Background: an optimization exercise with open tools, aiming at small area. Do not read the settings as production practice. Only simulation tests tie the RTL to the original design; equivalence was not proved. Power figures rest on the tool's default switching activity, not on a simulated workload.

## flow/config.mk

```make
export PLATFORM = sky130hd
export DESIGN_NAME = pcm_format_gain_mixer
export DESIGN_NICKNAME = pcm_format_gain_mixer
export VERILOG_FILES = /design/flow/design.v
export SDC_FILE = /design/flow/constraint.sdc
export NUM_CORES = 4
export LEC_CHECK = 0
export CAP_MARGIN = 5
export CORE_MARGIN = 2
export CORE_UTILIZATION = 80
export CTS_BUF_LIST = sky130_fd_sc_hd__clkbuf_4 sky130_fd_sc_hd__clkbuf_8
export CTS_CLUSTER_DIAMETER = 100
export CTS_CLUSTER_SIZE = 30
export SLEW_MARGIN = 5
```

## flow/constraint.sdc

```tcl
create_clock -name core_clock -period 8.0 [get_ports {clk}]
set_input_delay 1.6000 -clock core_clock [delete_from_list [all_inputs] [get_ports {clk}]]
set_output_delay 1.6000 -clock core_clock [all_outputs]
set_load 0.01 [all_outputs]
```

## flow/design.v

```verilog
package pfgm_pkg;
	localparam int SAMPLE_W = 16;
	localparam int GAIN_W   = 17;
endpackage
module pcm_format_gain_mixer #(
	parameter int GAIN_FRAC_BITS = 16
) (
	input  logic                                 clk,
	input  logic                                 arst_n,
	input  logic                                 psel,
	input  logic                                 penable,
	input  logic                                 pwrite,
	input  logic [2:0]                           paddr,
	input  logic [31:0]                          pwdata,
	output logic [31:0]                          prdata,
	output logic                                 pready,
	input  logic                                 in_valid,
	output logic                                 in_stall,
	input  logic                                 active,
	input  logic [2:0]                           sample_format,
	input  logic [31:0]                          sample_word,
	input  logic [pfgm_pkg::GAIN_W-1:0]          source_gain,
	input  logic                                 last_source,
	output logic                                 out_valid,
	input  logic                                 out_stall,
	output logic signed [pfgm_pkg::SAMPLE_W-1:0] mixed_left,
	output logic signed [pfgm_pkg::SAMPLE_W-1:0] mixed_right,
	output logic                                 clipped
);
	localparam logic [1:0] PH_F = 2'd0;   
	localparam logic [1:0] PH_P = 2'd1;   
	localparam logic [1:0] PH_S = 2'd2;   
	logic [16:0] mg_q;
	logic        mg_set;
	logic [16:0] mg_eff;
	logic        wr_ok;
	assign pready = 1'b1;
	assign wr_ok  = psel & penable & pwrite & ~paddr[2] & (~pwdata[16] | ~(|pwdata[15:0]));
	assign mg_eff = mg_set ? mg_q : 17'h10000;
	assign prdata = {15'd0, paddr[2] ? 17'd0 : mg_eff};
	always_ff @(posedge clk) begin
		if (wr_ok) begin
			mg_q <= pwdata[16:0];
		end
	end
	always_ff @(posedge clk or negedge arst_n) begin
		if (!arst_n) begin
			mg_set <= 1'b0;
		end else if (wr_ok) begin
			mg_set <= 1'b1;
		end
	end
	logic [1:0]  ph;
	logic [1:0]  ch;
	logic [4:0]  i;
	logic [4:0]  j;
	logic [4:0]  c;
	logic signed [16:0] acc;
	logic        sticky;
	logic        cy;
	logic        fresh;
	logic        ov;
	logic        clip_q;
	logic [15:0] sum_l;
	logic [15:0] sum_r;
	logic        run;
	logic        cnt_end;
	logic        accept;
	logic        end_diag;
	logic        fin;
	assign run      = in_valid & ~ov;
	assign cnt_end  = (i == 5'd16);
	assign accept   = (ph == PH_F) & (ch == 2'd2) & cnt_end;
	assign in_stall = ~accept;
	assign end_diag = (j == 5'd0) | (i == 5'd16);
	assign fin      = (i == 5'd16) & (j == 5'd16);
	logic        silent;
	logic        sel_hi;
	logic [7:0]  byte_v;
	logic [15:0] smp;
	assign silent = ~active | sample_format[2];
	assign sel_hi = ch[0] & sample_format[0];
	assign byte_v = sel_hi ? sample_word[15:8] : sample_word[7:0];
	assign smp    = sample_format[1] ? (sel_hi ? sample_word[31:16] : sample_word[15:0])
	                                 : {{3{~byte_v[7]}}, byte_v[6:0], 6'd0};
	logic        pb;
	logic [4:0]  u;
	logic        tk;
	logic [15:0] term;
	logic signed [17:0] addv;
	logic [15:0] sum_c;
	logic        sb;
	logic        r;
	logic        c17;
	logic        r17;
	logic        top_in;
	logic        stream;
	logic        sat;
	assign pb     = (ph == PH_P) & ~silent & mg_eff[i] & source_gain[j];
	assign u      = c + {4'd0, pb};
	assign tk     = (ph == PH_P) & u[0];
	assign term   = tk ? smp : 16'd0;
	assign addv   = {acc[16], acc} + {term[15], term, 1'b0};
	assign sum_c  = ch[0] ? sum_r : sum_l;
	assign sb     = ~fresh & (i[4] ? sum_c[15] : sum_c[0]);
	assign r      = acc[0] ^ sb ^ cy;
	assign c17    = (acc[0] & sb) | (acc[0] & cy) | (sb & cy);
	assign r17    = acc[0] ^ sb ^ c17;
	assign top_in = (ph == PH_P) ? addv[17] : ((ph == PH_S) ? r : 1'b0);
	assign stream = cy ? ((i == 5'd15) ? sticky : ~sticky) : acc[0];
	assign sat    = ~((acc[16] == r) & (r == r17));
	always_ff @(posedge clk) begin
		if (~((ph == PH_P) & ~end_diag)) begin
			acc <= {top_in, addv[16:1]};
		end
	end
	always_ff @(posedge clk) begin
		if (ph == PH_P) begin
			c <= end_diag ? {1'b0, u[4:1]} : u;
		end else begin
			c <= 5'd0;
		end
	end
	always_ff @(posedge clk) begin
		case (ph)
			PH_P: begin
				if (fin) begin
					cy <= (sticky | acc[0]) & smp[15];
				end
				if (end_diag) begin
					sticky <= sticky | acc[0];
				end
			end
			PH_S: begin
				if (cnt_end) begin
					cy     <= sat;
					sticky <= r17;
				end else begin
					cy     <= c17;
				end
			end
			default: begin
				if (cnt_end) begin
					sticky <= 1'b0;
				end
			end
		endcase
	end
	logic en_l, en_r;
	assign en_l = ~i[4] & (((ph == PH_S) & (ch == 2'd0)) | ((ph == PH_F) & (ch == 2'd1)));
	assign en_r = ~i[4] & (((ph == PH_S) & (ch == 2'd1)) | ((ph == PH_F) & (ch == 2'd2)));
	always_ff @(posedge clk) begin
		if (en_l) begin
			sum_l <= {(ph == PH_F) ? stream : sum_l[0], sum_l[15:1]};
		end
		if (en_r) begin
			sum_r <= {(ph == PH_F) ? stream : sum_r[0], sum_r[15:1]};
		end
	end
	always_ff @(posedge clk) begin
		if ((ph == PH_S) & cnt_end) begin
			clip_q <= (clip_q & ~(fresh & (ch == 2'd0))) | sat;
		end
	end
	always_ff @(posedge clk or negedge arst_n) begin
		if (!arst_n) begin
			ph <= PH_F;
			ch <= 2'd0;
			i  <= 5'd0;
		end else begin
			case (ph)
				PH_P: begin
					if (fin) begin
						ph <= PH_S;
						i  <= 5'd0;
					end else if (end_diag) begin
						if (i == 5'd16) begin
							i <= j + 5'd1;
						end else begin
							i <= 5'd0;
						end
					end else begin
						i <= i + 5'd1;
					end
				end
				PH_S: begin
					if (cnt_end) begin
						ph <= PH_F;
						ch <= ch + 2'd1;
						i  <= 5'd0;
					end else begin
						i <= i + 5'd1;
					end
				end
				default: begin
					if (cnt_end) begin
						i <= 5'd0;
						if (ch == 2'd2) begin
							ch <= 2'd0;
						end else if ((ch != 2'd0) | run) begin
							ph <= PH_P;
						end
					end else begin
						i <= i + 5'd1;
					end
				end
			endcase
		end
	end
	always_ff @(posedge clk) begin
		if (ph == PH_P) begin
			if (end_diag) begin
				j <= (i == 5'd16) ? 5'd16 : i + 5'd1;
			end else begin
				j <= j - 5'd1;
			end
		end else begin
			j <= 5'd0;
		end
	end
	always_ff @(posedge clk or negedge arst_n) begin
		if (!arst_n) begin
			ov    <= 1'b0;
			fresh <= 1'b1;
		end else begin
			if (accept & in_valid) begin
				ov    <= last_source;
				fresh <= last_source;
			end else if (~out_stall) begin
				ov <= 1'b0;
			end
		end
	end
	assign out_valid   = ov;
	assign mixed_left  = sum_l;
	assign mixed_right = sum_r;
	assign clipped     = clip_q;
endmodule
```

## flow/flow/run.sh

```bash
#!/bin/bash
# The standard layout with these changes:
#  - synthesis maps the logic with an area-oriented ABC script (flow/abc_map.script)
#    in place of ORFS's speed script;
#  - adders are left to ABC instead of being mapped to half/full adder cells first
#    (ADDER_MAP_FILE empty); everything else in synthesis is unchanged;
#  - the port buffers are made of the smallest buffer cell.
#  - one tie cell drives all constant outputs (SKIP_REPAIR_TIE_FANOUT);
#  - clock tree synthesis adds no dummy loads to balance the tree.
set -euo pipefail
rm -rf scripts_abc
cp -r "$FLOW_HOME/scripts" scripts_abc
cp flow/abc_map.script scripts_abc/abc_speed.script
bash standard.sh "SCRIPTS_DIR=$PWD/scripts_abc" "ADDER_MAP_FILE=" "BUFFER_PORTS_ARGS=-buffer_cell sky130_fd_sc_hd__buf_1" "SKIP_REPAIR_TIE_FANOUT=1" "CTS_ARGS=-sink_clustering_enable -repair_clock_nets -sink_clustering_size 30 -sink_clustering_max_diameter 100 -buf_list {sky130_fd_sc_hd__clkbuf_4 sky130_fd_sc_hd__clkbuf_8} -dont_use_dummy_load" finish > make_finish.log 2>&1
```

## flow/flow/abc_map.script

```
strash
dc2
dch -f
&get -n
&st
&dch
&nf -R 1000
&put
```

## flow/standard.sh

```bash
#!/bin/bash
# synth_recipe.tcl (not shown) runs the flow's synth.tcl, then flattens the netlist and writes it again
# the make line also repeats each setting of config.mk as NAME=value (left out here)
make -C /OpenROAD-flow-scripts/flow DESIGN_CONFIG=/design/flow/config.mk WORK_HOME=/design/flow/orfs CLKGATE_MAP_FILE= SYNTH_SCRIPT=/design/flow/synth_recipe.tcl "${@:-finish}"
```

==> results of run 1 <==
[power groups by stage]
stage / clock [mW] / combinational, mW / sequential [mW]
after floorplan: 0 / 0.418 / 0.772
after global placement: 0 / 0.537 / 0.781
after detailed placement: 0 / 0.615 / 0.805
after CTS: 0.238 / 0.657 / 0.805
[worst min path at each step]
stage / start / endpoint / slack [ns] / cells after the start
floorplan: fresh$_DFFE_PN1P_ / fresh$_DFFE_PN1P_ / 0.47 / 2
detailed placement: sum_l[4]$_DFFE_PP_ / sum_l[3]$_DFFE_PP_ / 0.44 / 0
global placement: sum_l[8]$_DFFE_PP_ / sum_l[7]$_DFFE_PP_ / 0.43 / 0
CTS: sum_r[2]$_DFFE_PP_ / sum_r[1]$_DFFE_PP_ / 0.44 / 0
[cells by family after synthesis]
family,after synthesis,share of synthesized area (%)
simple gates,209,20.1
compound gates,119,14.6
flops,91,54.6
xor+xnor,32,5.94
buf+inv,31,3.74
fa+ha+maj,2,0.424
other cells,2,0.159
mux,1,0.477
[through the flow]
step	worst slack, ns	std cells	util, %
after floorplan	1.34	487	-
after detailed placement	0.694	676	92.7
after global placement	1.25	676	92.7
after CTS	0.516	685	94.9
[metal layers]
metal	GRT usage [%]	GRT overflow
met5	10.0	0
met4	70.2	17
met3	47.6	0
met2	90.3	25
met1	74.1	0
==> results by group, run 1 <==
Outcome
  • Status: stopped before the end
  • Failed at: global routing (5_1_grt)
  • Halt Reason: [ERROR GRT-0232] Routing congestion too high. Check the congestion heatmap in the GUI.

Placed design
  • Placer Congestion: 0.894
  • DP Wirelength: 11100 um
  • IO buf count: 130
  • Dpl cell area: 5200 um^2

Floorplanning
  • Die W: 80.8 um
  • IO Pins: 164
  • Die height: 80.8 um
  • Rows: 27
  • Initial Utilization: 84.1%

Global route
  • GR Util All Layers: 70.6%
  • Pin count of the biggest net entering global routing: 25
  • Total grt overflow: 42

Synth
  • Area leader, netlist: edfxtp_1
  • Post-synthesis sequential area ratio: 54.6%
  • Top-area cell type share of the netlist area: 43.9%
  • Async SR Flop Fraction: 13.2%
  • Post-synth cell types: 43
  • Synthesized cell area: 4720 um^2
  • Synth warn: 1
  • EDFF count, synth: 69
  • Count leader, synth: nand2_1
  • Synth Register Bits: 91
  • Post-synthesis cell count: 487
  • Synth Area per Inst: 9.69 um^2
  • Top cells by count, synth: 75 x nand2_1, 69 x edfxtp_1, 67 x nor2_1
  • Top post-synthesis cells by area: edfxtp_1 44%, nand2_1 6.0%, dfrtp_1 5.8%
  • Main flop type after synthesis: edfxtp_1

Clock network
  • Post_cts resized: 0
  • Root Driver: clkbuf_8
  • Num CTS Buffers: 9
  • Sink Count: 91
  • Post-CTS setup buffer count: 0
  • Max clock buf depth: 2
  • Hold buffer count at CTS: 0
  • H-tree levels: 3

STA
  • Worst-path endpoint category: sequential cell input
  • Worst Endpoint after GRT Repair: acc[15]$_DFFE_PN_/D
==> inputs of run 2 (changes only) <==
==> flow/flow/run.sh (replaced) <==
#!/bin/bash
# The standard layout with these changes:
#  - synthesis maps the logic with an area-oriented ABC script (flow/abc_map.script)
#    in place of ORFS's speed script;
#  - adders are left to ABC instead of being mapped to half/full adder cells first
#    (ADDER_MAP_FILE empty); everything else in synthesis is unchanged;
#  - the port buffers are made of the smallest buffer cell.
#  - one tie cell drives all constant outputs (SKIP_REPAIR_TIE_FANOUT);
#  - clock tree synthesis adds no dummy loads to balance the tree;
#  - after global routing, cells off the critical paths are downsized (RECOVER_POWER).
set -euo pipefail
rm -rf scripts_abc
cp -r "$FLOW_HOME/scripts" scripts_abc
cp flow/abc_map.script scripts_abc/abc_speed.script
bash standard.sh "SCRIPTS_DIR=$PWD/scripts_abc" "ADDER_MAP_FILE=" "BUFFER_PORTS_ARGS=-buffer_cell sky130_fd_sc_hd__buf_1" "SKIP_REPAIR_TIE_FANOUT=1" "CTS_ARGS=-sink_clustering_enable -repair_clock_nets -sink_clustering_size 30 -sink_clustering_max_diameter 100 -buf_list {sky130_fd_sc_hd__clkbuf_4 sky130_fd_sc_hd__clkbuf_8} -dont_use_dummy_load" "RECOVER_POWER=100" finish > make_finish.log 2>&1
--- a/flow/config.mk
+++ b/flow/config.mk
@@ -7,7 +7,7 @@
 export LEC_CHECK = 0
 export CAP_MARGIN = 5
 export CORE_MARGIN = 2
-export CORE_UTILIZATION = 80
+export CORE_UTILIZATION = 65
 export CTS_BUF_LIST = sky130_fd_sc_hd__clkbuf_4 sky130_fd_sc_hd__clkbuf_8
 export CTS_CLUSTER_DIAMETER = 100
 export CTS_CLUSTER_SIZE = 30
==> results by group, run 2 <==
Clock network
  • H-tree levels: 3 (unchanged)
  • Max clock buf depth: 2 (unchanged)
  • Sink Count: 91 (unchanged)
  • Reg clk slew, reported paths: 0.10 ns
  • Root Driver: clkbuf_8 (unchanged)
  • Post_cts resized: 0 (unchanged)
  • Worst-Skew Late Latency: 0.37 ns
  • CTS tree: yes
  • Post-CTS setup buffer count: 0 (unchanged)
  • Hold buffer count at CTS: 0 (unchanged)
  • Num CTS Buffers: 9 (unchanged)

Routing
  • Residual DRC count: 0
  • Final antenna-violating net count: 0
  • Number of vias per cell: 5.72
  • Vias: 4072
  • DR iter-0 viols: 191
  • Final wirelength: 10200 um
  • Drt pass-1 iters: 7
  • WL/cell: 14.3 um

Synth
  • EDFF count, synth: 69 (unchanged)
  • Synthesized cell area: 4720 um^2 (unchanged)
  • Area leader, netlist: edfxtp_1 (unchanged)
  • Count leader, synth: nand2_1 (unchanged)
  • Synth warn: 1 (unchanged)
  • Async SR Flop Fraction: 13.2% (unchanged)
  • Top cells by count, synth: 75 x nand2_1, 69 x edfxtp_1, 67 x nor2_1 (unchanged)
  • Synth Register Bits: 91 (unchanged)
  • Top post-synthesis cells by area: edfxtp_1 44%, nand2_1 6.0%, dfrtp_1 5.8% (unchanged)
  • Main flop type after synthesis: edfxtp_1 (unchanged)
  • Post-synthesis sequential area ratio: 54.6% (unchanged)
  • Synth Area per Inst: 9.69 um^2 (unchanged)
  • Post-synth cell types: 43 (unchanged)
  • Post-synthesis cell count: 487 (unchanged)
  • Top-area cell type share of the netlist area: 43.9% (unchanged)

Power and ir drop
  • Maximum vdd drop: 166 uV
  • Comb power frac: 36.0%
  • Psw: 606 uW
  • Clk pwr share: 14.9%
  • Power per cell area: 298 nW/um^2
  • Switch share: 38.0%
  • Pint: 988 uW
  • Sequential power share: 49.2%
  • Pleak: 1.82 nW

Floorplanning
  • Die W: 89.2 um (was 80.8 um)
  • IO Pins: 164 (unchanged)
  • Rows: 31 (was 27)
  • Die height: 89.2 um (was 80.8 um)
  • Area of the core: 7140 um^2
  • Full die area: 7950 um^2
  • Initial Utilization: 66.1% (was 84.1%)

Cells and area
  • Design Area, Final: 5350 um^2
  • # diodes: 0
  • Synth-to-layout area growth: 13.4%
  • Largest registers: acc: 17 flops, mg_q: 17 flops
  • Layout cell share with drive strength beyond 1: 2.12%
  • Commonest non-fill, non-tap cell in the layout: buf_1
  • Commonest cells after routing, fill and taps aside: 127 x buf_1, 75 x nand2_1, 69 x edfxtp_1
  • Total Nets Final: 711

STA
  • Post-layout minimum cycle time: 6.89 ns
  • Worst-Margin Slew: 1.19 ns
  • Final Max Slew Viols: 0
  • Endpoints failing hold: 0
  • Setup TNS: 0 ns
  • Max frequency: 145 MHz
  • Slew Limit Headroom: 20.4%
  • Post-Route Skew: 0.0394 ns
  • Final Setup Violations: 0
  • RSZ-0062 raised after global routing: no
  • Final period util: 86.1%

Placed design
  • DP Wirelength: 7720 um (was 11100 um)
  • Placer Congestion: 0.850 (was 0.894)
  • IO buf count: 130 (unchanged)
  • Dpl cell area: 5230 um^2 (was 5200 um^2)

Global route
  • Initial antenna violation count: 0
  • GR Util All Layers: 25.6%
  • Total grt overflow: 0
  • First-pass GRT wire length: 15700 um
  • Vias in the first global route: 3540
  • Pin count of the biggest net entering global routing: 25

Worst setup path
  • Reg2reg start: mg_set$_DFFE_PN0P_
  • CP endpoint: acc[16]$_DFFE_PN_
  • Required time worst endpoint: 8.10 ns
  • Arr. time, crit path: 6.98 ns
  • Critical Path Start: mg_set$_DFFE_PN0P_
  • Max incr delay on CP: 0.77 ns
  • CP max-delay cell: dfrtp_1
  • Crit path kind: flop to flop
  • R2R depth: 31
  • Capturing point of the worst reg2reg path: acc[16]$_DFFE_PN_
  • Most used cell along the critical path: nand2_1
  • Max FO, Critical Path: 23
  • Startpoint Class: flop
  • Crit end category: flop
  • R2R setup slack: 1.11 ns

Job
  • Max-cap violations: 0

Hold path
  • Worst min path class: flop to flop

Outcome
  • Status: complete, no violations (was stopped before the end)
## run 2: cell counts after synthesis
Identical to the previous run, type by type.
## run 2: through the flow
stage	util [%]	hold WS [ns]	std cells	worst slack [ns]	total power [mW]
finish	75.0	0.448	712	1.11	1.59
global route	75.0	0.456	712	0.491	1.70
CTS	75.0	0.454	712	1.17	1.59
detailed placement	73.3	0.442	703	0.959	1.35
global placement	73.3	0.434	703	1.15	1.33
floorplan	-	0.468	487	1.34	1.19
## run 2: kinds of logic after synthesis
kind of cell | synth area share, %
AND/OR/NAND/NOR | 20.1
AO/OA/AOI/OAI | 14.6
flip-flops | 54.6
XOR/XNOR | 5.94
buffers and inverters | 3.74
adder cells (fa/ha/maj) | 0.424
other | 0.159
multiplexers | 0.477
## run 2: worst min path at each step
stage | slack [ns] | to | startpoint | cells after the start
after global routing | 0.46 | sum_l[0]$_DFFE_PP_ | sum_l[1]$_DFFE_PP_ | 0
final | 0.45 | sum_r[1]$_DFFE_PP_ | sum_r[2]$_DFFE_PP_ | 0
after floorplan | 0.47 | fresh$_DFFE_PN1P_ | fresh$_DFFE_PN1P_ | 2
after CTS | 0.45 | sum_r[12]$_DFFE_PP_ | sum_r[13]$_DFFE_PP_ | 0
after detailed placement | 0.44 | sum_l[7]$_DFFE_PP_ | sum_l[8]$_DFFE_PP_ | 0
after global placement | 0.43 | sum_l[9]$_DFFE_PP_ | sum_l[10]$_DFFE_PP_ | 0
## run 2: per-layer routing
layer	vias up	part of all wire, %	GRT usage, %
li1	2001	-	-
met1	1940	44	34.0
met2	117	50	43.0
met3	14	4.8	3.97
met4	0	1.4	9.09
met5	-	0	0
## run 2: final cells by class
| class | count | area [um^2] |
|---|---|---|
| inverter | 15 | 56.3 |
| multi-input combinational | 365 | 1970 |
| timing repair buffer | 133 | 507 |
| sequential | 91 | 2570 |
| fill | 559 | 1790 |
| tap | 99 | 124 |
| clock buffer | 9 | 124 |
## run 2: critical path: cells and delay by family, from the launching register on
family | cells | cell delay, ns
buffers and inverters | 2 | 0.35
AOI/OAI and AO/OA | 15 | 2.90
adders and majority gates | 2 | 0.45
and+or+nand+nor | 12 | 2.15
DFF | 1 | 0.77
## run 2: power by group through the flow
stage | registers (mW) | logic, mW | clock network, mW
6_report | 0.784 | 0.573 | 0.237
5_1_grt | 0.801 | 0.644 | 0.258
4_1_cts | 0.783 | 0.572 | 0.240
3_5_place_dp | 0.791 | 0.564 | 0
3_3_place_gp | 0.783 | 0.547 | 0
2_1_floorplan | 0.772 | 0.418 | 0
==> inputs of run 3 (changes only) <==
==> flow/flow/run.sh (replaced) <==
#!/bin/bash
# The standard layout with these changes:
#  - synthesis maps the logic with an area-oriented ABC script (flow/abc_map.script)
#    in place of ORFS's speed script;
#  - adders are left to ABC instead of being mapped to half/full adder cells first
#    (ADDER_MAP_FILE empty); everything else in synthesis is unchanged;
#  - the port buffers are made of the smallest buffer cell.
#  - one tie cell drives all constant outputs (SKIP_REPAIR_TIE_FANOUT);
#  - clock tree synthesis adds no dummy loads to balance the tree.
set -euo pipefail
rm -rf scripts_abc
cp -r "$FLOW_HOME/scripts" scripts_abc
cp flow/abc_map.script scripts_abc/abc_speed.script
bash standard.sh "SCRIPTS_DIR=$PWD/scripts_abc" "ADDER_MAP_FILE=" "BUFFER_PORTS_ARGS=-buffer_cell sky130_fd_sc_hd__buf_1" "SKIP_REPAIR_TIE_FANOUT=1" "CTS_ARGS=-sink_clustering_enable -repair_clock_nets -sink_clustering_size 40 -sink_clustering_max_diameter 150 -buf_list {sky130_fd_sc_hd__clkbuf_8 sky130_fd_sc_hd__clkbuf_16} -dont_use_dummy_load" finish > make_finish.log 2>&1
--- a/flow/config.mk
+++ b/flow/config.mk
@@ -8,7 +8,7 @@
 export CAP_MARGIN = 5
 export CORE_MARGIN = 2
 export CORE_UTILIZATION = 65
-export CTS_BUF_LIST = sky130_fd_sc_hd__clkbuf_4 sky130_fd_sc_hd__clkbuf_8
-export CTS_CLUSTER_DIAMETER = 100
-export CTS_CLUSTER_SIZE = 30
+export CTS_BUF_LIST = sky130_fd_sc_hd__clkbuf_8 sky130_fd_sc_hd__clkbuf_16
+export CTS_CLUSTER_DIAMETER = 150
+export CTS_CLUSTER_SIZE = 40
 export SLEW_MARGIN = 5
==> results by group, run 3 <==
Clock network
  • H-tree levels: 3 (unchanged)
  • Reg clk slew, reported paths: 0.10 ns (about the same)
  • Root Driver: clkbuf_8 (unchanged)
  • Num CTS Buffers: 9 (unchanged)
  • Sink Count: 91 (unchanged)
  • CTS tree: yes (unchanged)
  • Post-CTS setup buffer count: 0 (unchanged)
  • Post_cts resized: 0 (unchanged)
  • Max clock buf depth: 2 (unchanged)
  • Hold buffer count at CTS: 0 (unchanged)
  • Worst-Skew Late Latency: 0.37 ns (about the same)

Cells and area
  • Design Area, Final: 5360 um^2 (was 5350 um^2)
  • Non-Filler Instances: 712 (unchanged)
  • Synth-to-layout area growth: 13.5% (was 13.4%)
  • Largest registers: acc: 17 flops, mg_q: 17 flops (unchanged)
  • Total Nets Final: 711 (unchanged)
  • Layout fillers: 557 (was 559)
  • Commonest cells after routing, fill and taps aside: 130 x buf_1, 75 x nand2_1, 69 x edfxtp_1 (was 127 x buf_1, 75 x nand2_1, 69 x edfxtp_1)
  • Layout cell share with drive strength beyond 1: 2.28% (was 2.12%)
  • Commonest non-fill, non-tap cell in the layout: buf_1 (unchanged)
  • # diodes: 0 (unchanged)

Synth
  • Post-synthesis sequential area ratio: 54.6% (unchanged)
  • Top post-synthesis cells by area: edfxtp_1 44%, nand2_1 6.0%, dfrtp_1 5.8% (unchanged)
  • Synthesized cell area: 4720 um^2 (unchanged)
  • Post-synth cell types: 43 (unchanged)
  • Count leader, synth: nand2_1 (unchanged)
  • Area leader, netlist: edfxtp_1 (unchanged)
  • Synth Area per Inst: 9.69 um^2 (unchanged)
  • Top-area cell type share of the netlist area: 43.9% (unchanged)
  • Main flop type after synthesis: edfxtp_1 (unchanged)
  • Post-synthesis cell count: 487 (unchanged)
  • Synth Register Bits: 91 (unchanged)
  • Synth warn: 1 (unchanged)
  • EDFF count, synth: 69 (unchanged)
  • Top cells by count, synth: 75 x nand2_1, 69 x edfxtp_1, 67 x nor2_1 (unchanged)
  • Async SR Flop Fraction: 13.2% (unchanged)

Floorplanning
  • Die height: 89.2 um (unchanged)
  • Area of the core: 7140 um^2 (unchanged)
  • IO Pins: 164 (unchanged)
  • Die W: 89.2 um (unchanged)
  • Initial Utilization: 66.1% (unchanged)
  • Rows: 31 (unchanged)
  • Full die area: 7950 um^2 (unchanged)

STA
  • Slew Limit Headroom: 20.4% (unchanged)
  • RSZ-0062 raised after global routing: no (unchanged)
  • Worst-Margin Slew: 1.19 ns (unchanged)
  • Endpoints failing hold: 0 (unchanged)
  • Post-layout minimum cycle time: 6.85 ns (was 6.89 ns)
  • Final Max Slew Viols: 0 (unchanged)
  • Setup TNS: 0 ns (unchanged)
  • Final period util: 85.6% (was 86.1%)
  • Final Setup Violations: 0 (unchanged)
  • Post-Route Skew: 0.0392 ns (was 0.0394 ns)
  • Max frequency: 146 MHz (was 145 MHz)

Hold path
  • Worst hold stages: 0 (unchanged)
  • Worst min path class: flop to flop (unchanged)
  • Hold_sp: sum_r[2]$_DFFE_PP_ (unchanged)
  • Hold Path End: sum_r[1]$_DFFE_PP_ (unchanged)

Placed design
  • Placer Congestion: 0.850 (unchanged)
  • Dpl cell area: 5230 um^2 (unchanged)
  • Post-placement cell count: 703 (unchanged)
  • DP Wirelength: 7720 um (unchanged)
  • IO buf count: 130 (unchanged)

Global route
  • GR Util All Layers: 25.6% (unchanged)
  • Pin count of the biggest net entering global routing: 25 (unchanged)
  • First-pass GRT wire length: 15700 um (unchanged)
  • Total grt overflow: 0 (unchanged)
  • Vias in the first global route: 3540 (unchanged)
  • Initial antenna violation count: 0 (unchanged)

Worst setup path
  • Bufs and invs on worst path: 2 (unchanged)
  • Capturing point of the worst reg2reg path: acc[16]$_DFFE_PN_ (unchanged)
  • Max FO, Critical Path: 23 (unchanged)
  • Required time worst endpoint: 8.10 ns (about the same)
  • Crit path kind: flop to flop (unchanged)
  • Arr. time, crit path: 6.95 ns (was 6.98 ns)
  • Max incr delay on CP: 0.76 ns (was 0.77 ns)
  • CP max-delay cell: dfrtp_1 (unchanged)
  • R2R setup slack: 1.15 ns (was 1.11 ns)
  • CP delay by family, top: compound AO/OA/AOI/OAI gates (unchanged)
  • Reg2reg start: mg_set$_DFFE_PN0P_ (unchanged)
  • Most used cell along the critical path: nand2_1 (unchanged)
  • Startpoint Class: flop (unchanged)
  • R2R depth: 31 (unchanged)
  • Crit end category: flop (unchanged)

Routing
  • Number of vias per cell: 5.75 (was 5.72)
  • Drt pass-1 iters: 7 (unchanged)
  • Final antenna-violating net count: 0 (unchanged)
  • Final wirelength: 10200 um (about the same)
  • DR iter-0 viols: 194 (was 191)
  • Vias: 4092 (was 4072)
  • WL/cell: 14.3 um (about the same)
  • Residual DRC count: 0 (unchanged)

Power and ir drop
  • Pleak: 1.83 nW (was 1.82 nW)
  • Maximum vdd drop: 166 uV (about the same)
  • Overall Power: 1.60 mW (was 1.59 mW)
  • Power per cell area: 298 nW/um^2 (about the same)

Job
  • Max-cap violations: 0 (unchanged)

Outcome
  • Status: complete, no violations (unchanged)
## run 3: stage by stage
stage	setup WS (ns)	hold WS, ns	util, %
4_1_cts	1.17	0.454	75.0
5_1_grt	0.491	0.456	75.0
3_5_place_dp	0.959	0.442	73.3
3_3_place_gp	1.15	0.434	73.3
6_report	1.15	0.448	75.0
2_1_floorplan	1.34	0.468	-
## run 3: how the worst max path moves through the flow
stage                             startpoint                 to  slack (ns)  cells past startpoint
after floorplan               source_gain[7]  acc[16]$_DFFE_PN_        1.34                     31
after global placement        source_gain[7]  acc[16]$_DFFE_PN_        1.15                     33
after detailed placement      source_gain[4]  acc[16]$_DFFE_PN_        0.96                     33
after CTS                 mg_set$_DFFE_PN0P_  acc[16]$_DFFE_PN_        1.17                     31
after global routing      mg_set$_DFFE_PN0P_  acc[16]$_DFFE_PN_        0.49                     31
final                     mg_set$_DFFE_PN0P_  acc[16]$_DFFE_PN_        1.15                     31
## run 3: per-layer routing
layer | up-vias | wire, um | GRT usage, %
met2 | 122 | 5060 | 43.0
met1 | 1956 | 4480 | 34.0
met3 | 15 | 510 | 3.97
met5 | - | 0 | 0
met4 | 0 | 155 | 9.09
li1 | 1999 | - | -
## run 3: power by group
group | switching, mW | internal [mW]
logic | 0.360 | 0.214
clock network | 0.137 | 0.101
registers | 0.110 | 0.673
## run 3: cells by family (layout without fill, tap and decap cells)
group	after synthesis	in the layout	share of synthesized area, %
mux	1	1	0.477
xor+xnor	32	32	5.94
simple gates	209	209	20.1
buf+inv	31	157	3.74
other cells	2	2	0.159
compound gates	119	119	14.6
flops	91	91	54.6
fa+ha+maj	2	2	0.424
## run 3: cell type report
type / instances / area (um^2) / share of cell area, %
Sequential cell: 91 / 2570 / 48.1
Timing Repair Buffer: 133 / 510 / 9.53
Clock buffer: 9 / 124 / 2.31
Multi-Input combinational cell: 365 / 1970 / 36.7
Tap cell: 99 / 124 / 2.31
Inverter: 15 / 56.3 / 1.05
==> inputs of run 4 (changes only) <==
--- a/flow/design.v
+++ b/flow/design.v
@@ -63,15 +63,26 @@
 	logic        clip_q;
 	logic [15:0] sum_l;
 	logic [15:0] sum_r;
+	logic [15:0] tmp;
+	logic        tmp_sat;
+	logic        last_q;
 	logic        run;
+	logic        abort;
+	logic        wd;
 	logic        cnt_end;
 	logic        accept;
 	logic        end_diag;
 	logic        fin;
 	assign run      = in_valid & ~ov;
 	assign cnt_end  = (i == 5'd16);
-	assign accept   = (ph == PH_F) & (ch == 2'd2) & cnt_end;
-	assign in_stall = ~accept;
+	assign accept   = (ph == PH_F) & (ch == 2'd2) & (i == 5'd0);
+	assign in_stall = ~accept | wd;
+	logic        drop;
+	assign drop     = (~in_valid | wd) & ((ch == 2'd1) | ((ch == 2'd0) & (ph != PH_F)) | accept);
+	assign abort    = drop & (ph != PH_S);
+	always_ff @(posedge clk) begin
+		wd <= drop & (ph == PH_S);
+	end
 	assign end_diag = (j == 5'd0) | (i == 5'd16);
 	assign fin      = (i == 5'd16) & (j == 5'd16);
 	logic        silent;
@@ -146,24 +157,38 @@
 			end
 		endcase
 	end
-	logic en_l, en_r;
-	assign en_l = ~i[4] & (((ph == PH_S) & (ch == 2'd0)) | ((ph == PH_F) & (ch == 2'd1)));
-	assign en_r = ~i[4] & (((ph == PH_S) & (ch == 2'd1)) | ((ph == PH_F) & (ch == 2'd2)));
+	logic en_l, en_r, wb;
+	assign wb   = ~i[4] & (ph == PH_F) & (ch == 2'd2) & ~abort;
+	assign en_l = (~i[4] & (ph == PH_S) & (ch == 2'd0)) | wb;
+	assign en_r = (~i[4] & (ph == PH_S) & (ch == 2'd1)) | wb;
 	always_ff @(posedge clk) begin
 		if (en_l) begin
-			sum_l <= {(ph == PH_F) ? stream : sum_l[0], sum_l[15:1]};
+			sum_l <= {(ph == PH_F) ? tmp[0] : sum_l[0], sum_l[15:1]};
 		end
 		if (en_r) begin
 			sum_r <= {(ph == PH_F) ? stream : sum_r[0], sum_r[15:1]};
 		end
-	end
-	always_ff @(posedge clk) begin
-		if ((ph == PH_S) & cnt_end) begin
-			clip_q <= (clip_q & ~(fresh & (ch == 2'd0))) | sat;
+		if (~i[4] & (ph == PH_F) & ch[0]) begin
+			tmp <= {stream, tmp[15:1]};
+		end else if (wb) begin
+			tmp <= {1'b0, tmp[15:1]};
+		end
+		if ((ph == PH_S) & (ch == 2'd0) & cnt_end) begin
+			tmp_sat <= sat;
+		end
+	end
+	always_ff @(posedge clk) begin
+		if (~in_stall & in_valid) begin
+			clip_q <= (clip_q & ~fresh) | tmp_sat | cy;
+			last_q <= last_source;
 		end
 	end
 	always_ff @(posedge clk or negedge arst_n) begin
 		if (!arst_n) begin
+			ph <= PH_F;
+			ch <= 2'd0;
+			i  <= 5'd0;
+		end else if (abort) begin
 			ph <= PH_F;
 			ch <= 2'd0;
 			i  <= 5'd0;
@@ -223,9 +248,11 @@
 			ov    <= 1'b0;
 			fresh <= 1'b1;
 		end else begin
-			if (accept & in_valid) begin
-				ov    <= last_source;
+			if (~in_stall & in_valid) begin
 				fresh <= last_source;
+			end
+			if ((ph == PH_F) & (ch == 2'd2) & cnt_end) begin
+				ov <= last_q;
 			end else if (~out_stall) begin
 				ov <= 1'b0;
 			end
==> flow/flow/run.sh (replaced) <==
#!/bin/bash
# The standard layout with three changes:
#  - synthesis maps the logic with an area-oriented ABC script (flow/abc_map.script)
#    in place of ORFS's speed script;
#  - adders are left to ABC instead of being mapped to half/full adder cells first
#    (ADDER_MAP_FILE empty); everything else in synthesis is unchanged;
#  - the port buffers are made of the smallest buffer cell.
set -euo pipefail
rm -rf scripts_abc
cp -r "$FLOW_HOME/scripts" scripts_abc
cp flow/abc_map.script scripts_abc/abc_speed.script
bash standard.sh "SCRIPTS_DIR=$PWD/scripts_abc" "ADDER_MAP_FILE=" "BUFFER_PORTS_ARGS=-buffer_cell sky130_fd_sc_hd__buf_1" finish > make_finish.log 2>&1
==> flow/config.mk (replaced) <==
export PLATFORM = sky130hd
export DESIGN_NAME = pcm_format_gain_mixer
export DESIGN_NICKNAME = pcm_format_gain_mixer
export VERILOG_FILES = /design/flow/design.v
export SDC_FILE = /design/flow/constraint.sdc
export NUM_CORES = 4
export LEC_CHECK = 0
export CAP_MARGIN = 20
export CORE_MARGIN = 2
export CORE_UTILIZATION = 65
export CTS_BUF_LIST = sky130_fd_sc_hd__clkbuf_4 sky130_fd_sc_hd__clkbuf_8
export CTS_CLUSTER_DIAMETER = 100
export CTS_CLUSTER_SIZE = 30
export SLEW_MARGIN = 20
==> results by group, run 4 <==
Worst setup path
  • Required time worst endpoint: 8.21 ns (was 8.10 ns)
  • Crit end category: flop (unchanged)
  • Crit path kind: input port to flop (was flop to flop)
  • Most used cell along the critical path: a21oi_1 (was nand2_1)
  • CP max-delay cell: nor4b_1 (was dfrtp_1)
  • Arr. time, crit path: 7.12 ns (was 6.95 ns)
  • Startpoint Class: input port (was flop)
  • Max FO, Critical Path: 6 (was 23)
  • Max incr delay on CP: 0.48 ns (was 0.76 ns)

Cells and area
  • Largest registers: acc: 17 flops, mg_q: 17 flops (unchanged)
  • Commonest cells after routing, fill and taps aside: 130 x buf_1, 87 x edfxtp_1, 76 x nand2_1 (was 130 x buf_1, 75 x nand2_1, 69 x edfxtp_1)
  • Fin util: 76.4% (was 75.0%)
  • Design Area, Final: 6210 um^2 (was 5360 um^2)
  • Synth-to-layout area growth: 15.3% (was 13.5%)
  • # diodes: 0 (unchanged)
  • Non-Filler Instances: 755 (was 712)
  • Commonest non-fill, non-tap cell in the layout: buf_1 (unchanged)
  • Layout cell share with drive strength beyond 1: 4.46% (was 2.28%)
  • Layout fillers: 559 (was 557)
  • Total Nets Final: 741 (was 711)

Synth
  • Synthesized cell area: 5390 um^2 (was 4720 um^2)
  • Main flop type after synthesis: edfxtp_1 (unchanged)
  • Top cells by count, synth: 87 x edfxtp_1, 76 x nand2_1, 51 x nor2_1 (was 75 x nand2_1, 69 x edfxtp_1, 67 x nor2_1)
  • Top-area cell type share of the netlist area: 48.5% (was 43.9%)
  • Synth Register Bits: 110 (was 91)
  • Synth warn: 1 (unchanged)
  • EDFF count, synth: 87 (was 69)
  • Post-synthesis cell count: 502 (was 487)
  • Count leader, synth: edfxtp_1 (was nand2_1)
  • Synthesized-area fraction occupied by adder cells: 0.372% (was 0.424%)
  • Portion of netlist area occupied by mux cells: 2.09% (was 0.477%)
  • Post-synth cell types: 46 (was 43)
  • Post-Synth Simple-Gate Area: 17.0% (was 20.1%)
  • Area leader, netlist: edfxtp_1 (unchanged)
  • Post-synthesis sequential area ratio: 58.2% (was 54.6%)
  • Compound-Gate Fraction of Synth Area: 14.1% (was 14.6%)
  • Xor and xnor area share after synthesis: 5.20% (was 5.94%)
  • Largest family of logic cells by synthesized area: simple AND/OR/NAND/NOR gates (unchanged)
  • Async SR Flop Fraction: 10.9% (was 13.2%)
  • Top post-synthesis cells by area: edfxtp_1 49%, nand2_1 5.3%, dfrtp_1 5.1% (was edfxtp_1 44%, nand2_1 6.0%, dfrtp_1 5.8%)
  • Synth Area per Inst: 10.7 um^2 (was 9.69 um^2)

Power and ir drop
  • Sequential power share: 48.6% (was 49.1%)
  • Comb power frac: 30.6% (was 36.0%)
  • Overall Power: 1.78 mW (was 1.60 mW)
  • Pint: 1.16 mW (was 988 uW)
  • Clk pwr share: 20.8% (was 14.9%)
  • Switch share: 34.8% (was 38.1%)
  • Psw: 619 uW (was 607 uW)
  • Maximum vdd drop: 180 uV (was 166 uV)
  • Power per cell area: 286 nW/um^2 (was 298 nW/um^2)
  • Pleak: 2.18 nW (was 1.83 nW)

STA
  • Final Max Slew Viols: 0 (unchanged)
  • Max frequency: 145 MHz (was 146 MHz)
  • Final period util: 86.3% (was 85.6%)
  • RSZ-0062 raised after global routing: no (unchanged)
  • Endpoints failing hold: 0 (unchanged)
  • Post-layout minimum cycle time: 6.91 ns (was 6.85 ns)
  • Setup TNS: 0 ns (unchanged)
  • Final Setup Violations: 0 (unchanged)
  • Slew Limit Headroom: 31.3% (was 20.4%)
  • Post-Route Skew: 0.00984 ns (was 0.0392 ns)
  • Worst-Margin Slew: 1.03 ns (was 1.19 ns)

Global route
  • Initial antenna violation count: 0 (unchanged)
  • First-pass GRT wire length: 18700 um (was 15700 um)
  • Total grt overflow: 0 (unchanged)
  • Vias in the first global route: 3939 (was 3540)
  • Pin count of the biggest net entering global routing: 35 (was 25)
  • GR Util All Layers: 27.0% (was 25.6%)

Floorplanning
  • Rows: 33 (was 31)
  • Initial Utilization: 66.2% (was 66.1%)
  • Full die area: 9030 um^2 (was 7950 um^2)
  • Area of the core: 8130 um^2 (was 7140 um^2)
  • IO Pins: 164 (unchanged)
  • Die W: 95.0 um (was 89.2 um)
  • Die height: 95.0 um (was 89.2 um)

Routing
  • Drt pass-1 iters: 8 (was 7)
  • Final wirelength: 12000 um (was 10200 um)
  • Number of vias per cell: 5.89 (was 5.75)
  • Final antenna-violating net count: 0 (unchanged)
  • Vias: 4448 (was 4092)
  • WL/cell: 15.9 um (was 14.3 um)
  • DR iter-0 viols: 272 (was 194)
  • Residual DRC count: 0 (unchanged)

Placed design
  • Placer Congestion: 0.866 (was 0.850)
  • Post-placement cell count: 739 (was 703)
  • Dpl cell area: 5990 um^2 (was 5230 um^2)
  • IO buf count: 130 (unchanged)
  • DP Wirelength: 8900 um (was 7720 um)

Job
  • Max-cap violations: 0 (unchanged)

Clock network
  • Hold buffer count at CTS: 0 (unchanged)
  • Root Driver: clkbuf_8 (unchanged)
  • Sink Count: 110 (was 91)
  • H-tree levels: 3 (unchanged)
  • Max clock buf depth: 2 (unchanged)
  • Reg clk slew, reported paths: 0.10 ns (about the same)
  • Num CTS Buffers: 9 (unchanged)
  • Post-CTS setup buffer count: 0 (unchanged)
  • Post_cts resized: 0 (unchanged)
  • CTS tree: yes (unchanged)
  • Worst-Skew Late Latency: 0.37 ns (about the same)

Hold path
  • Worst min path class: flop to flop (unchanged)

Outcome
  • Status: complete, no violations (unchanged)
## run 4: cell count changes in the layout (fill, tap and decap cells not counted), moves of 5 or more
cell      change
a21oi_1      +11
nor2_1       -16
clkinv_1      -5
nand3_1       +5
edfxtp_1     +18
conb_1       +14
o21ai_0      -16
## run 4: path summary, 6_finish.rpt
path / start / to / slack, ns / cells after the start
min: tmp[12]$_DFFE_PP_ / tmp[11]$_DFFE_PP_ / 0.43 / 0
max in group asynchronous: arst_n / ph[0]$_DFFE_PN0P_ / 6.28 / 1
min in group asynchronous: arst_n / ov$_DFFE_PN0P_ / 1.25 / 1
max: source_gain[3] / acc[16]$_DFFE_PN_ / 1.09 / 30
max reg2reg: mg_set$_DFFE_PN0P_ / acc[16]$_DFFE_PN_ / 1.51 / 27
min reg2reg: tmp[12]$_DFFE_PP_ / tmp[11]$_DFFE_PP_ / 0.43 / 0
## run 4: area by class of cell
cell class                      count  area [um^2]  share of cell area [%]
Sequential cell                   110         3130                    50.5
Clock buffer                       10          131                    2.12
Multi-Input combinational cell    380         2160                    34.9
Inverter                           10         37.5                   0.604
Clock inverter                      6         93.8                    1.51
Timing Repair Buffer              134          518                    8.34
Tap cell                          105          131                    2.12
## run 4: layer usage
| layer | routed length (um) | up-vias | track usage, % |
|---|---|---|---|
| met3 | 859 | 20 | 5.69 |
| li1 | - | 2121 | - |
| met4 | 166 | 0 | 7.25 |
| met2 | 5800 | 184 | 42.5 |
| met1 | 5200 | 2123 | 38.8 |
| met5 | 0 | - | 0 |
## run 4: kinds of logic (layout without fill, tap and decap cells)
family / Yosys count / after routing
flops: 110 / 110
other cells: 2 / 16
xor+xnor: 32 / 32
mux: 5 / 5
simple gates: 199 / 199
buf+inv: 26 / 160
fa+ha+maj: 2 / 2
compound gates: 126 / 126
## run 4: critical path, delay by kind of cell
family | cells | cell delay [ns]
AO/OA/AOI/OAI | 15 | 2.38
AND/OR/NAND/NOR | 9 | 1.71
buffers and inverters | 2 | 0.13
multiplexers | 1 | 0.23
XOR/XNOR | 1 | 0.20
adder cells (fa/ha/maj) | 2 | 0.85
## run 4: power groups by stage
stage / registers, mW / logic [mW] / clock network (mW)
floorplan: 0.860 / 0.387 / 0
global placement: 0.864 / 0.512 / 0
detailed placement: 0.874 / 0.536 / 0
CTS: 0.862 / 0.540 / 0.373
global route: 0.878 / 0.604 / 0.395
finish: 0.863 / 0.544 / 0.369
## run 4: metrics by stage
step / hold WS, ns / setup slack (ns)
floorplan: 0.400 / 1.41
global placement: 0.404 / 1.06
detailed placement: 0.408 / 0.887
CTS: 0.428 / 1.18
global route: 0.446 / 0.494
finish: 0.429 / 1.09
==> inputs of run 5 (changes only) <==
==> flow/flow/run.sh (replaced) <==
#!/bin/bash
# The standard layout with these changes:
#  - synthesis maps the logic with an area-oriented ABC script (flow/abc_map.script)
#    in place of ORFS's speed script;
#  - adders are left to ABC instead of being mapped to half/full adder cells first
#    (ADDER_MAP_FILE empty); everything else in synthesis is unchanged;
#  - the port buffers are made of the smallest buffer cell.
#  - one tie cell drives all constant outputs (SKIP_REPAIR_TIE_FANOUT);
#  - clock tree synthesis adds no dummy loads to balance the tree.
set -euo pipefail
rm -rf scripts_abc
cp -r "$FLOW_HOME/scripts" scripts_abc
cp flow/abc_map.script scripts_abc/abc_speed.script
bash standard.sh "SCRIPTS_DIR=$PWD/scripts_abc" "ADDER_MAP_FILE=" "BUFFER_PORTS_ARGS=-buffer_cell sky130_fd_sc_hd__buf_1" "SKIP_REPAIR_TIE_FANOUT=1" "CTS_ARGS=-sink_clustering_enable -repair_clock_nets -sink_clustering_size 30 -sink_clustering_max_diameter 100 -buf_list {sky130_fd_sc_hd__clkbuf_4 sky130_fd_sc_hd__clkbuf_8} -dont_use_dummy_load" finish > make_finish.log 2>&1
--- a/flow/config.mk
+++ b/flow/config.mk
@@ -5,10 +5,10 @@
 export SDC_FILE = /design/flow/constraint.sdc
 export NUM_CORES = 4
 export LEC_CHECK = 0
-export CAP_MARGIN = 20
+export CAP_MARGIN = 5
 export CORE_MARGIN = 2
 export CORE_UTILIZATION = 65
 export CTS_BUF_LIST = sky130_fd_sc_hd__clkbuf_4 sky130_fd_sc_hd__clkbuf_8
 export CTS_CLUSTER_DIAMETER = 100
 export CTS_CLUSTER_SIZE = 30
-export SLEW_MARGIN = 20
+export SLEW_MARGIN = 5
==> results by group, run 5 <==
Outcome
  • Status: complete, no violations (unchanged)

Worst setup path
  • Arr. time, crit path: 7.00 ns (was 7.12 ns)
  • Max FO, Critical Path: 6 (unchanged)
  • Startpoint Class: input port (unchanged)
  • CP max-delay cell: nor4b_1 (unchanged)
  • Most used cell along the critical path: a21oi_1 (unchanged)
  • Crit path kind: input port to flop (unchanged)
  • Max incr delay on CP: 0.47 ns (was 0.48 ns)
  • Required time worst endpoint: 8.20 ns (was 8.21 ns)
  • Crit end category: flop (unchanged)

STA
  • Post-Route Skew: 0.0395 ns (was 0.00984 ns)
  • Setup TNS: 0 ns (unchanged)
  • Final Setup Violations: 0 (unchanged)
  • Post-layout minimum cycle time: 6.80 ns (was 6.91 ns)
  • Final period util: 85.0% (was 86.3%)
  • Max frequency: 147 MHz (was 145 MHz)
  • Worst-Margin Slew: 1.04 ns (was 1.03 ns)
  • RSZ-0062 raised after global routing: no (unchanged)
  • Slew Limit Headroom: 30.8% (was 31.3%)
  • Endpoints failing hold: 0 (unchanged)
  • Final Max Slew Viols: 0 (unchanged)

Cells and area
  • Fin util: 74.5% (was 76.4%)
  • Layout cell share with drive strength beyond 1: 3.50% (was 4.46%)
  • # diodes: 0 (unchanged)
  • Largest registers: acc: 17 flops, mg_q: 17 flops (unchanged)
  • Commonest non-fill, non-tap cell in the layout: buf_1 (unchanged)
  • Synth-to-layout area growth: 12.5% (was 15.3%)
  • Design Area, Final: 6060 um^2 (was 6210 um^2)
  • Commonest cells after routing, fill and taps aside: 130 x buf_1, 87 x edfxtp_1, 76 x nand2_1 (unchanged)
  • Total Nets Final: 727 (was 741)

Clock network
  • Max clock buf depth: 2 (unchanged)
  • Num CTS Buffers: 9 (unchanged)
  • Worst-Skew Late Latency: 0.37 ns (about the same)
  • H-tree levels: 3 (unchanged)
  • CTS tree: yes (unchanged)
  • Root Driver: clkbuf_8 (unchanged)
  • Sink Count: 110 (unchanged)
  • Post_cts resized: 0 (unchanged)
  • Post-CTS setup buffer count: 0 (unchanged)
  • Hold buffer count at CTS: 0 (unchanged)
  • Reg clk slew, reported paths: 0.10 ns (about the same)

Synth
  • Post-synthesis cell count: 502 (unchanged)
  • Main flop type after synthesis: edfxtp_1 (unchanged)
  • Synth Area per Inst: 10.7 um^2 (unchanged)
  • Top cells by count, synth: 87 x edfxtp_1, 76 x nand2_1, 51 x nor2_1 (unchanged)
  • Count leader, synth: edfxtp_1 (unchanged)
  • EDFF count, synth: 87 (unchanged)
  • Post-synthesis sequential area ratio: 58.2% (unchanged)
  • Area leader, netlist: edfxtp_1 (unchanged)
  • Top post-synthesis cells by area: edfxtp_1 49%, nand2_1 5.3%, dfrtp_1 5.1% (unchanged)
  • Synth Register Bits: 110 (unchanged)
  • Top-area cell type share of the netlist area: 48.5% (unchanged)
  • Async SR Flop Fraction: 10.9% (unchanged)
  • Synthesized cell area: 5390 um^2 (unchanged)
  • Synth warn: 1 (unchanged)
  • Post-synth cell types: 46 (unchanged)

Floorplanning
  • Area of the core: 8130 um^2 (unchanged)
  • Rows: 33 (unchanged)
  • Full die area: 9030 um^2 (unchanged)
  • Initial Utilization: 66.2% (unchanged)
  • IO Pins: 164 (unchanged)
  • Die W: 95.0 um (unchanged)
  • Die height: 95.0 um (unchanged)

Placed design
  • IO buf count: 130 (unchanged)
  • DP Wirelength: 8480 um (was 8900 um)
  • Dpl cell area: 5930 um^2 (was 5990 um^2)
  • Placer Congestion: 0.862 (was 0.866)

Global route
  • Pin count of the biggest net entering global routing: 35 (unchanged)
  • Total grt overflow: 0 (unchanged)
  • First-pass GRT wire length: 17200 um (was 18700 um)
  • Initial antenna violation count: 0 (unchanged)
  • Vias in the first global route: 3643 (was 3939)
  • GR Util All Layers: 24.8% (was 27.0%)

Power and ir drop
  • Maximum vdd drop: 143 uV (was 180 uV)
  • Pleak: 2.08 nW (was 2.18 nW)
  • Power per cell area: 275 nW/um^2 (was 286 nW/um^2)
  • Overall Power: 1.66 mW (was 1.78 mW)

Routing
  • DR iter-0 viols: 281 (was 272)
  • Final antenna-violating net count: 0 (unchanged)
  • Number of vias per cell: 5.90 (was 5.89)
  • Final wirelength: 11400 um (was 12000 um)
  • Drt pass-1 iters: 5 (was 8)
  • Residual DRC count: 0 (unchanged)
  • WL/cell: 15.6 um (was 15.9 um)
  • Vias: 4329 (was 4448)

Job
  • Max-cap violations: 0 (unchanged)

Hold path
  • Worst min path class: flop to flop (unchanged)
run 5: path summary, 6_finish.rpt:
kind / from / endpoint / slack, ns / cells past startpoint
max: source_gain[3] / acc[16]$_DFFE_PN_ / 1.20 / 30
min: tmp[13]$_DFFE_PP_ / tmp[12]$_DFFE_PP_ / 0.43 / 0
max reg2reg: mg_set$_DFFE_PN0P_ / acc[16]$_DFFE_PN_ / 1.70 / 27
min reg2reg: tmp[13]$_DFFE_PP_ / tmp[12]$_DFFE_PP_ / 0.43 / 0
max in group asynchronous: arst_n / i[0]$_DFF_PN0_ / 6.26 / 1
min in group asynchronous: arst_n / ch[0]$_DFFE_PN0P_ / 1.24 / 1
run 5: power by group:
group          total (mW)  leakage [nW]  switching, mW  internal [mW]
combinational       0.539         0.954          0.330          0.209
clock               0.262        0.0647          0.160          0.102
sequential          0.862          1.06         0.0967          0.765
total                1.66          2.08          0.587           1.08
run 5: final cells by class:
class,instances,area (um^2)
Multi-Input combinational cell,366,2110
Tap cell,105,131
Timing Repair Buffer,134,518
Sequential cell,110,3130
Clock buffer,9,124
Fill cell,560,2080
Inverter,10,37.5
run 5: routing by layer:
metal | track usage, % | share of wire (%) | up-vias
met5 | 0 | 0 | -
met1 | 35.9 | 44 | 2067
met2 | 38.7 | 48 | 148
li1 | - | - | 2100
met3 | 5.45 | 6.2 | 14
met4 | 6.52 | 1.0 | 0
run 5: per-stage QoR:
stage	worst slack (ns)	std cells	hold slack (ns)
CTS	1.24	734	0.432
global route	0.773	734	0.438
global placement	0.997	725	0.406
finish	1.20	734	0.429
detailed placement	0.895	725	0.407
floorplan	1.41	502	0.400
run 5: cells by family after synthesis:
family,Yosys count,synth area share [%]
flip-flops,110,58.2
AO/OA/AOI/OAI,126,14.1
AND/OR/NAND/NOR,199,17.0
other,2,0.139
adder cells (fa/ha/maj),2,0.372
multiplexers,5,2.09
XOR/XNOR,32,5.20
buffers and inverters,26,2.93
run 5: critical path, delay by kind of cell:
| kind | cells | cell delay, ns |
|---|---|---|
| AOI/OAI and AO/OA | 14 | 2.16 |
| and+or+nand+nor | 10 | 1.82 |
| adders and majority gates | 2 | 0.81 |
| xor gates and xnor gates | 1 | 0.25 |
| muxes | 1 | 0.23 |
| buffers and inverters | 2 | 0.12 |

-- static timing again, ports no longer ideal --
The results above use ideal ports. As a check the final layouts listed here were re-extracted and re-timed, cells and wires unchanged. Step 1 (the two cells are an assumption about what drives the block):
set clk [get_ports {clk}]
set_driving_cell -lib_cell sky130_fd_sc_hd__clkbuf_16 $clk
set_driving_cell -lib_cell sky130_fd_sc_hd__buf_2 [delete_from_list [all_inputs] $clk]
Step 2 also shifts input and output timing later by t, the mid clock arrival at the registers, as if the neighbouring blocks saw the same clock. Slacks: no drivers / after step 1 / after step 2; pairs: no drivers / after step 1.
run | shift t [ns] | slack for setup (ns) | pins driven straight from the clock port
run 2 | 0.382 | 1.114 / 1.114 / 0.963 | 1
run 3 | 0.383 | 1.152 / 1.152 / 0.958 | 1
run 4 | 0.403 | 1.092 / 1.104 / 0.701 | 1
run 5 | 0.387 | 1.202 / 1.216 / 0.828 | 1
After both steps setup and hold are still met in every run listed. For run 4, which loses most, drivers alone change the setup slack by +0.012 ns; drivers and shift together by -0.391 ns.
